From an optimization exercise on the open Yosys and OpenROAD flow, aimed at small area; shortcuts taken in it are not production practice.
For this run, only the layout was checked, not whether the RTL still works.
Power figures rest on the tool's default switching activity, not on a simulated workload.

File: flow/run.sh
#!/bin/bash
# synth_recipe.tcl (not shown) runs the flow's synth.tcl, then flattens the netlist and writes it again
# the make line also repeats each setting of config.mk as NAME=value (left out here)
make -C /OpenROAD-flow-scripts/flow DESIGN_CONFIG=/design/flow/config.mk WORK_HOME=/design/flow/orfs CLKGATE_MAP_FILE= SYNTH_SCRIPT=/design/flow/synth_recipe.tcl finish
File: flow/config.mk
export PLATFORM = sky130hd
export DESIGN_NAME = id_stage
export DESIGN_NICKNAME = id_stage
export VERILOG_FILES = /design/flow/design.v
export SDC_FILE = /design/flow/constraint.sdc
export NUM_CORES = 4
export LEC_CHECK = 0
export CAP_MARGIN = 0
export CORE_MARGIN = 2
export CORE_UTILIZATION = 65
export CTS_BUF_LIST = sky130_fd_sc_hd__clkbuf_4 sky130_fd_sc_hd__clkbuf_8
export PLACE_DENSITY = 0.75
export SLEW_MARGIN = 0
export SYNTH_HIERARCHICAL = 1
File: flow/constraint.sdc
create_clock -name core_clock -period 8.0 [get_ports {clk}]
set_input_delay 1.6000 -clock core_clock [delete_from_list [all_inputs] [get_ports {clk}]]
set_output_delay 1.6000 -clock core_clock [all_outputs]
set_load 0.01 [all_outputs]
File: flow/design.v
package pipeline_pkg;
    localparam logic [5:0] OP_RTYPE = 6'h00;
    localparam logic [5:0] OP_J     = 6'h02;
    localparam logic [5:0] OP_JAL   = 6'h03;
    localparam logic [5:0] OP_BEQ   = 6'h04;
    localparam logic [5:0] OP_BNE   = 6'h05;
    localparam logic [5:0] OP_ADDI  = 6'h08;
    localparam logic [5:0] OP_ADDIU = 6'h09;
    localparam logic [5:0] OP_SLTI  = 6'h0A;
    localparam logic [5:0] OP_ANDI  = 6'h0C;
    localparam logic [5:0] OP_ORI   = 6'h0D;
    localparam logic [5:0] OP_XORI  = 6'h0E;
    localparam logic [5:0] OP_LUI   = 6'h0F;
    localparam logic [5:0] OP_LW    = 6'h23;
    localparam logic [5:0] OP_SW    = 6'h2B;
    localparam logic [4:0] REG_ZERO = 5'd0;
    localparam logic [4:0] REG_RA   = 5'd31;
    localparam logic [5:0] BUBBLE_OPCODE = OP_RTYPE;
    localparam logic [4:0] BUBBLE_RD     = REG_ZERO;
    localparam logic [1:0] IMM_SIGN  = 2'd0;
    localparam logic [1:0] IMM_ZERO  = 2'd1;
    localparam logic [1:0] IMM_UPPER = 2'd2;
    localparam logic [1:0] DST_NONE = 2'd0;
    localparam logic [1:0] DST_RD   = 2'd1;
    localparam logic [1:0] DST_RT   = 2'd2;
    localparam logic [1:0] DST_RA   = 2'd3;
    function automatic logic [1:0] imm_kind(input logic [5:0] op);
        case (op)
            OP_ANDI, OP_ORI, OP_XORI: imm_kind = IMM_ZERO;
            OP_LUI:                   imm_kind = IMM_UPPER;
            default:                  imm_kind = IMM_SIGN;
        endcase
    endfunction
    function automatic logic [1:0] dst_sel(input logic [5:0] op);
        case (op)
            OP_RTYPE:                         dst_sel = DST_RD;
            OP_ADDI, OP_ADDIU, OP_SLTI,
            OP_ANDI, OP_ORI, OP_XORI,
            OP_LUI, OP_LW:                    dst_sel = DST_RT;
            OP_JAL:                           dst_sel = DST_RA;
            default:                          dst_sel = DST_NONE;
        endcase
    endfunction
    function automatic logic rt_is_source(input logic [5:0] op);
        case (op)
            OP_RTYPE, OP_SW, OP_BEQ, OP_BNE: rt_is_source = 1'b1;
            default:                         rt_is_source = 1'b0;
        endcase
    endfunction
endpackage
module rf_g_and2 (input logic a, b, output logic y);
    assign y = a & b;
endmodule
module rf_g_and3 (input logic a, b, c, output logic y);
    assign y = a & b & c;
endmodule
module rf_g_nand3 (input logic a, b, c, output logic y);
    assign y = ~(a & b & c);
endmodule
module rf_g_nand4 (input logic a, b, c, d, output logic y);
    assign y = ~(a & b & c & d);
endmodule
module rf_g_or3 (input logic a, b, c, output logic y);
    assign y = a | b | c;
endmodule
module rf_g_a22oi (input logic a1, a2, b1, b2, output logic y);
    assign y = ~((a1 & a2) | (b1 & b2));
endmodule
module rf_g_a222oi (input logic a1, a2, b1, b2, c1, c2, output logic y);
    assign y = ~((a1 & a2) | (b1 & b2) | (c1 & c2));
endmodule
module rf_predec (
    input  logic       en,
    input  logic [4:0] addr,
    output logic [3:0] hi,
    output logic [7:0] lo
);
    for (genvar k = 0; k < 4; k++) begin : g_hi
        assign hi[k] = en && (addr[4:3] == 2'(k));
    end
    for (genvar j = 0; j < 8; j++) begin : g_lo
        assign lo[j] = (addr[2:0] == 3'(j));
    end
endmodule
module rf_wdec (
    input  logic        we,
    input  logic [4:0]  waddr,
    output logic [31:1] wsel
);
    logic [3:0] hi;
    logic [7:0] lo;
    rf_predec u_pre (.en(we), .addr(waddr), .hi(hi), .lo(lo));
    for (genvar i = 1; i < 32; i++) begin : g_w
        rf_g_and2 u_g (.a(hi[i / 8]), .b(lo[i % 8]), .y(wsel[i]));
    end
endmodule
module rf_byp (
    input  logic       we,
    input  logic [4:0] waddr,
    input  logic [4:0] raddr,
    input  logic       kill,
    output logic       byp,
    output logic       ok
);
    logic hit;
    assign hit = we && (waddr != 5'd0) && (waddr == raddr);
    assign byp = !kill && hit;
    assign ok  = !kill && !hit;
endmodule
module rf_rsel (
    input  logic        we,
    input  logic [4:0]  waddr,
    input  logic [4:0]  raddr,
    input  logic [31:1] valid,
    input  logic        kill,
    output logic [31:0] sel
);
    logic       ok;
    logic [3:0] hi;
    logic [7:0] lo;
    rf_byp u_byp (.we(we), .waddr(waddr), .raddr(raddr), .kill(kill),
                  .byp(sel[0]), .ok(ok));
    rf_predec u_pre (.en(ok), .addr(raddr), .hi(hi), .lo(lo));
    for (genvar i = 1; i < 32; i++) begin : g_s
        rf_g_and3 u_g (.a(hi[i / 8]), .b(lo[i % 8]), .c(valid[i]), .y(sel[i]));
    end
endmodule
module rf_rbit (
    input  logic [31:0] sel,
    input  logic [31:0] d,
    output logic        y
);
    logic [10:0] z;
    logic [2:0]  p;
    for (genvar k = 0; k < 10; k++) begin : g_ao
        rf_g_a222oi u_g (.a1(sel[3*k]),   .a2(d[3*k]),
                         .b1(sel[3*k+1]), .b2(d[3*k+1]),
                         .c1(sel[3*k+2]), .c2(d[3*k+2]), .y(z[k]));
    end
    rf_g_a22oi u_g10 (.a1(sel[30]), .a2(d[30]), .b1(sel[31]), .b2(d[31]), .y(z[10]));
    rf_g_nand4 u_n0 (.a(z[0]), .b(z[1]), .c(z[2]),  .d(z[3]), .y(p[0]));
    rf_g_nand4 u_n1 (.a(z[4]), .b(z[5]), .c(z[6]),  .d(z[7]), .y(p[1]));
    rf_g_nand3 u_n2 (.a(z[8]), .b(z[9]), .c(z[10]), .y(p[2]));
    rf_g_or3   u_o  (.a(p[0]), .b(p[1]), .c(p[2]), .y(y));
endmodule
module id_stage #(
    parameter int DATA_WIDTH = 32,
    parameter int CNT_WIDTH  = 16
) (
    input  logic                  clk,
    input  logic                  reset,
    input  logic [31:0]           instr_in,
    input  logic                  wb_we,
    input  logic [4:0]            wb_rd,
    input  logic [DATA_WIDTH-1:0] wb_data,
    input  logic                  ex_mem_read,
    input  logic [4:0]            ex_rd,
    input  logic                  flush,
    output logic [5:0]            opcode_out,
    output logic [DATA_WIDTH-1:0] rs_data_out,
    output logic [DATA_WIDTH-1:0] rt_data_out,
    output logic [4:0]            rd_out,
    output logic [DATA_WIDTH-1:0] imm_out,
    output logic                  stall,
    output logic [CNT_WIDTH-1:0]  stall_count
);
    logic [5:0]  opcode;
    logic [4:0]  rs;
    logic [4:0]  rt;
    logic [4:0]  rd_field;
    logic [15:0] imm16;
    logic [1:0]  ikind;
    logic [1:0]  dsel;
    logic        hazard;
    logic        bubble;
    assign opcode   = instr_in[31:26];
    assign rs       = instr_in[25:21];
    assign rt       = instr_in[20:16];
    assign rd_field = instr_in[15:11];
    assign imm16    = instr_in[15:0];
    logic [DATA_WIDTH-1:0] regs [1:31];
    logic [31:1]           valid;
    logic [31:1]           wsel;
    logic [31:0]           sel_a;
    logic [31:0]           sel_b;
    rf_wdec u_wdec (.we(wb_we), .waddr(wb_rd), .wsel(wsel));
    always_ff @(posedge clk) begin
        for (int i = 1; i < 32; i++) begin
            if (wsel[i]) begin
                regs[i] <= wb_data;
            end
        end
    end
    always_ff @(posedge clk) begin
        if (reset) begin
            valid <= '0;
        end else begin
            valid <= valid | wsel;
        end
    end
    rf_rsel u_rsel_a (.we(wb_we), .waddr(wb_rd), .raddr(rs), .valid(valid),
                      .kill(bubble), .sel(sel_a));
    rf_rsel u_rsel_b (.we(wb_we), .waddr(wb_rd), .raddr(rt), .valid(valid),
                      .kill(bubble), .sel(sel_b));
    for (genvar b = 0; b < DATA_WIDTH; b++) begin : g_rd
        logic [31:0] col;
        assign col[0] = wb_data[b];
        for (genvar i = 1; i < 32; i++) begin : g_col
            assign col[i] = regs[i][b];
        end
        rf_rbit u_a (.sel(sel_a), .d(col), .y(rs_data_out[b]));
        rf_rbit u_b (.sel(sel_b), .d(col), .y(rt_data_out[b]));
    end
    assign hazard = ex_mem_read && (ex_rd != 5'd0) &&
                    ((ex_rd == rs) || (pipeline_pkg::rt_is_source(opcode) && (ex_rd == rt)));
    assign bubble = reset || flush || hazard;
    assign stall  = !reset && !flush && hazard;
    assign ikind = pipeline_pkg::imm_kind(opcode);
    assign dsel  = pipeline_pkg::dst_sel(opcode);
    always_comb begin
        opcode_out = bubble ? pipeline_pkg::BUBBLE_OPCODE : opcode;
        if (bubble) begin
            imm_out = '0;
        end else if (ikind == pipeline_pkg::IMM_UPPER) begin
            imm_out = {imm16, 16'h0000};
        end else if (ikind == pipeline_pkg::IMM_ZERO) begin
            imm_out = {16'h0000, imm16};
        end else begin
            imm_out = {{16{imm16[15]}}, imm16};
        end
        if (bubble) begin
            rd_out = pipeline_pkg::BUBBLE_RD;
        end else begin
            case (dsel)
                pipeline_pkg::DST_RD: rd_out = rd_field;
                pipeline_pkg::DST_RT: rd_out = rt;
                pipeline_pkg::DST_RA: rd_out = pipeline_pkg::REG_RA;
                default:              rd_out = pipeline_pkg::REG_ZERO;
            endcase
        end
    end
    always_ff @(posedge clk) begin
        if (reset) begin
            stall_count <= '0;
        end else if (stall) begin
            stall_count <= stall_count + 1'b1;
        end
    end
endmodule
==> run notes <==
metal layers:
layer / routed length [um] / up-vias
li1: - / 12667
met1: 47200 / 15753
met2: 65500 / 3764
met3: 30300 / 807
met4: 9740 / 6
met5: 46 / -
worst max-delay path, cell delays in order:
cell	delay, ns
clkdlybuf4s50_1	0.56
nor2b_1	0.09
or4_4	0.43
a21oi_4	0.19
a211o_1	0.28
inv_1	0.07
o31a_1	0.18
and3b_1	0.27
and3_1	0.53
buf_4	0.31
a222oi_1	0.42
nand4_1	0.47
or3_1	0.53
clkdlybuf4s50_1	0.49
modules after synthesis, one instance, submodules excluded, excerpt:
module | area (um2) | flip-flops and latches | times used
rf_g_and2 | 6.26 | 0 | 31
id_stage | 32100 | 1039 | 1
rf_g_and3 | 6.26 | 0 | 62
rf_g_or3 | 6.26 | 0 | 64
rf_g_nand3 | 5.00 | 0 | 64
rf_g_a22oi | 12.5 | 0 | 64
rf_predec | 96.3 | 0 | 3
rf_byp | 88.8 | 0 | 2
rf_g_a222oi | 10.0 | 0 | 640
rf_g_nand4 | 6.26 | 0 | 128
kinds of logic after synthesis:
logic type / after synthesis
buf+inv: 19
fa+ha+maj: 1
xor+xnor: 20
mux: 1
compound gates: 768
simple gates: 562
flops: 1039
state kept, by name, indices dropped and copies added (netlist names):
register	count
regs	992
valid	31
stall_count	16
report_power, final:
part / leakage [uW] / switching, uW / total [uW] / internal, uW
clock: 0.00163 / 2080 / 4320 / 2240
combinational: 0.00498 / 197 / 290 / 92.8
sequential: 0.00932 / 32.6 / 6060 / 6020
cell type report:
class                   count  area, um2
flip-flops and latches   1039      30700
fillers                  3677      14600
multi-input cells        1352      11100
repair buffers            329       3380
clock buffers             209       2600
well taps                 855       1070
clock inverters            76        489
inverters                   6       22.5
diodes                      6       15.0
cell usage in the layout, fill, tap and decap left out, drive strengths merged, types with 6 or more instances in the layout:
cell and n:
nand2 30, nand4 131, or3 73, nand3 76, dfxtp 47, clkdlybuf4s50 202, a21oi 39, xnor2 17
clkinv 60, o21ai 15, or4 10, edfxtp 992, o31ai 6, and3b 15, and3 76, and2 50
nor2 72, inv 14, a222oi 640, clkbuf 209, nor3b 13, diode 6, a22oi 64, buf 127
path summary, 6_finish.rpt:
kind,from,cells past startpoint,end
hold reg to reg,valid[14],2,valid[14]
setup / recovery,instr_in[28],14,rs_data_out[17]
hold / removal,valid[14],2,valid[14]
setup reg to reg,stall_count[3],6,stall_count[15]
stage by stage:
| step | cells | utilization (%) | hold slack, ns | setup WS [ns] |
|---|---|---|---|---|
| 2_1_floorplan | 2410 | - | 0.442 | 0.370 |
| 3_3_place_gp | 3581 | 72.4 | 0.454 | 0.216 |
| 3_5_place_dp | 3581 | 72.4 | 0.465 | 0.203 |
| 4_1_cts | 3866 | 77.2 | 0.476 | 0.209 |
| 5_1_grt | 3868 | 77.2 | 0.494 | 0.0116 |
| 6_report | 3872 | 77.2 | 0.486 | -0.0453 |
==> flow_summary.toml <==
[outcome]
status = "complete, but fails checks"
so.violations = "setup timing"

[logic_synthesis]
synth_most_common_cell = "edfxtp_1"
synth_flop_cell = "edfxtp_1"
synth_xor_area_share_pct = 0.419
syn-instance-count = 2410
synth.ff_latch_count = 1039
yosys.area.top_type = "edfxtp_1"
synth_area_leaders = "edfxtp_1, a222oi_1, dfxtp_1, nand4_1, a22oi_2"
synth-simple-area-share_pct = 7.77
synth_compound_area_share_pct = 18.1
synth_warnings = 8
synth_area_um2 = 41800
synth_top_family_by_area = "compound AO/OA/AOI/OAI gates"
synth_edf_count = 992
synthMuxAreaShare_pct = 0.0269
synth_cell_types = 44
synth.yosys.seq_area_share_pct = 73.4
synth_top_area_share_pct = 71.2
async_flop_share_pct = 0
synth_nets = 2490
synthTopCellsByCount = "edfxtp_1, a222oi_1, nand4_1"
synth_fa_ha_area_share_pct = 0.0299
synth.avg_cell_area_um2 = 17.4

[layout]
syn_to_final_growth_pct = 18.1
final_area_um2 = 49400
num-nets-final = 2971
drive_above_1_share_pct = 17.0

[sta]
setup_ws_ns = -0.0453
hold_violations = 0
final.setup.tns_ns = -0.0995
finalSetupViolCount = 4
slew_violations = 0
period_share_pct = 101
finalClockSkew_ns = 0.0384
rsz0062_at_grt = "false"
fmax_ghz = 0.124
slew_headroom_pct = 7.38
tightest_slew_ns = 1.38
period_minus_slack_ns = 8.05

[clock_network]
hold_buffers = 0
clockBufferDepth = 3
clockRootBuffer = "clkbuf_8"
cts_made_buffers = 163
clock-sinks = 1039
ctsResizeCount = 0
htree_levels = 4
clk_pin_slew_ns = 0.06
cts_tree = "yes"
cts_setup_buffers = 0
clock_latency_ns = 0.83

[grt]
grt_pass1_vias = 32069
grtUsageMet3_pct = 20.4
grt_use_met1_pct = 57.4
track_usage_pct = 45.4
overflow = 0
antenna_found_initial = 12
grt_max_degree = 49
grt_util_met2_pct = 66.3
globalRoute.busiestLayer = "met2"
grt_pass1_wl_um = 215000

[power_and_ir_drop]
powerDensity_nw_per_um2 = 216
finalPower_uw = 10700
peakVddDrop_v = 0.000260
cellLeakagePower_uw = 0.0159

[drt]
firstDrtPassIters = 14
drtIter0Drc = 9288
via_per_inst = 8.52
drc = 0
wirelength_um = 153000
wl_per_cell_um = 39.5
ant_nets = 0
vias = 32997

[floorplan]
io_pins = 203
die_w_um = 258
core-area_um2 = 64000
die_h_um = 258
dieArea_um2 = 66400
rows = 93
floorplan.initialDensity_pct = 65.4

[place]
portBuffers = 202
dp_hpwl_um = 85400
post_dp_cell_area_um2 = 46300
place_congestion = 0.974

[flow_run]
drv_cap = 0

[critical_path]
crit_fanout = 13
setup.worst_path.start_class = "input port"
timing.reg2reg.setup_slack_ns = 5.88
cp-end-kind = "output pin"
crit_type = "in -> out"
cp_data_arrival_time_ns = 6.45
cp.required_ns = 6.40

[hold_path]
hold_class = "reg -> reg"

[afterwards: timing with drivers on the ports]
In the flow no input, the clock included, has a driving cell. The finished layout below was timed again as built, in two steps.
Step 1 assumes that a clkbuf_16 drives the clock port and a buf_2 every other input.
Step 2 also shifts input and output timing later by t, the mid clock arrival at the registers, as if the neighbouring blocks saw the same clock.
Slacks: no drivers / after step 1 / after step 2; pairs: no drivers / after step 1.
t, ns: 0.873
setup WS [ns]: -0.045 / -0.068 / -0.068
latest minus earliest clock arrival (ns): 0.048 / 0.048
slew at the worst register clock pin (ns): 0.07 / 0.07
cell pins on the clock port's net: 1
For this run, drivers alone change the setup slack by -0.023 ns; drivers and shift together by -0.023 ns.
